Background: an optimization exercise with open tools, aiming at small area, a short achievable clock period and few clock cycles per item. Do not read the settings as production practice. In this exercise RTL edits were held to simulation tests only and were not proved equivalent to the original.

Design square_root_unit, start of the top module:
module square_root_unit
#(
    parameter int FRAC_BITS = 16
) (
    input  logic                                  aclk,
    input  logic                                  aresetn,
    input  logic                                  s_valid,
    output logic                                  s_ready,
    input  logic signed [sru_pkg::RADICAND_W-1:0] s_radicand,
    output logic                                  m_valid,
    input  logic                                  m_ready,
    output logic        [sru_pkg::ROOT_W-1:0]     m_root,
    output logic                                  m_invalid
);
    logic en;   
    logic neg;
    logic [31:0] x0;   
    assign neg = s_radicand[31];
    assign x0  = {neg, s_radicand[30] | neg, s_radicand[29:0]};
    logic [2:0] rs_s0_j0;
    logic [3:0] d_s0_j0;
    logic fit_s0_j0;
    assign rs_s0_j0 = {1'b0, x0[31:30]};
    assign d_s0_j0 = {1'b0, rs_s0_j0} + {4{1'b1}};
    assign fit_s0_j0 = ~d_s0_j0[3];
    logic [1:0] r_s0_j0;
    assign r_s0_j0 = fit_s0_j0 ? d_s0_j0[1:0] : rs_s0_j0[1:0];
    logic [0:0] q_s0_j0;
    assign q_s0_j0 = ~fit_s0_j0;
    logic [29:0] x_s0_j0;
    assign x_s0_j0 = x0[29:0];
    logic [3:0] rs_s0_j1;
    logic [4:0] d_s0_j1;
    logic fit_s0_j1;
    assign rs_s0_j1 = {r_s0_j0, x_s0_j0[29:28]};
    assign d_s0_j1 = {1'b0, rs_s0_j1} + {{2{1'b1}}, q_s0_j0, 2'b11};
    assign fit_s0_j1 = ~d_s0_j1[4];
    logic [2:0] r_s0_j1;
    assign r_s0_j1 = fit_s0_j1 ? d_s0_j1[2:0] : rs_s0_j1[2:0];
    logic [1:0] q_s0_j1;
    assign q_s0_j1 = {q_s0_j0, ~fit_s0_j1};
    logic [27:0] x_s0_j1;
    assign x_s0_j1 = x_s0_j0[27:0];
    logic [4:0] rs_s0_j2;
    logic [5:0] d_s0_j2;
    logic fit_s0_j2;
    assign rs_s0_j2 = {r_s0_j1, x_s0_j1[27:26]};
    assign d_s0_j2 = {1'b0, rs_s0_j2} + {{2{1'b1}}, q_s0_j1, 2'b11};
    assign fit_s0_j2 = ~d_s0_j2[5];
    logic [3:0] r_s0_j2;
    assign r_s0_j2 = fit_s0_j2 ? d_s0_j2[3:0] : rs_s0_j2[3:0];
    logic [2:0] q_s0_j2;
    assign q_s0_j2 = {q_s0_j1, ~fit_s0_j2};
    logic [25:0] x_s0_j2;
    assign x_s0_j2 = x_s0_j1[25:0];
    logic [3:0] R0;
    logic [2:0] Q0;
  ...
export LEC_CHECK = 0
export ABC_AREA = 1
export CAP_MARGIN = 20
export CORE_MARGIN = 2
export CORE_UTILIZATION = 50
export CTS_BUF_LIST = sky130_fd_sc_hd__clkbuf_16
export CTS_CLUSTER_DIAMETER = 80
export CTS_CLUSTER_SIZE = 32
export SETUP_SLACK_MARGIN = 0.6
export SLEW_MARGIN = 20
create_clock -name core_clock -period 4.5 [get_ports {aclk}]
standard.sh (not shown) runs the stock make flow with config.mk's settings and CLKGATE_MAP_FILE= SYNTH_SCRIPT=/design/flow/synth_recipe.tcl, a recipe that flattens the netlist after the stock synthesis.
==> flow/flow/run.sh <==
#!/bin/bash
set -euo pipefail
bash standard.sh ADDER_MAP_FILE= finish > flow_make.log 2>&1
Testbench counts at the start, summed over its fixed seeds: cycles 32,088, items 32,000.
Change:
==> flow/run.sh (new file) <==
#!/bin/bash
# synth_recipe.tcl (not shown) runs the flow's synth.tcl, then flattens the netlist and writes it again
# the make line also repeats each setting of config.mk as NAME=value (left out here)
make -C /OpenROAD-flow-scripts/flow DESIGN_CONFIG=/design/flow/config.mk WORK_HOME=/design/flow/orfs CLKGATE_MAP_FILE= SYNTH_SCRIPT=/design/flow/synth_recipe.tcl finish
--- a/flow/config.mk
+++ b/flow/config.mk
@@ -11 +11 @@
-export CORE_UTILIZATION = 50
+export CORE_UTILIZATION = 65
@@ -13,3 +13,3 @@
-export CTS_CLUSTER_DIAMETER = 80
-export CTS_CLUSTER_SIZE = 32
-export SETUP_SLACK_MARGIN = 0.6
+export CTS_CLUSTER_DIAMETER = 60
+export CTS_CLUSTER_SIZE = 30
+export PLACE_DENSITY = 0.75
removed: flow/flow/run.sh
removed: flow/standard.sh
After rerunning: Clock-buffer cell count stays the same; final cell count goes down by 30%; worst setup slack got worse by 0.61 ns; utilization goes up by 17 points; worst hold slack improved by 0.016 ns; clock skew goes down by 0.0060 ns.

## afterwards: timing with drivers on the ports
How much do the figures lean on ideal ports? The routed layouts below were timed once more, with nothing changed but the port constraints.
Step 1 assumes that a clkbuf_16 drives the clock port and a buf_2 every other input.
Step 2 moves the port delays by t, midway between the first and last clock arrival at a register: inputs arrive t later, outputs are due t later. That takes back most of the time a late clock gives input paths.
Slacks: ideal / step 1 / step 2; pairs: ideal / step 1.
| run | t (ns) | setup WS [ns] | worst setup path after step 2 |
|---|---|---|---|
| the first run | 0.637 | 0.828 / 0.828 / 0.828 | register to register |
| the second run | 0.618 | 0.216 / 0.216 / 0.216 | register to register |
After both steps setup and hold are still met in every run listed.
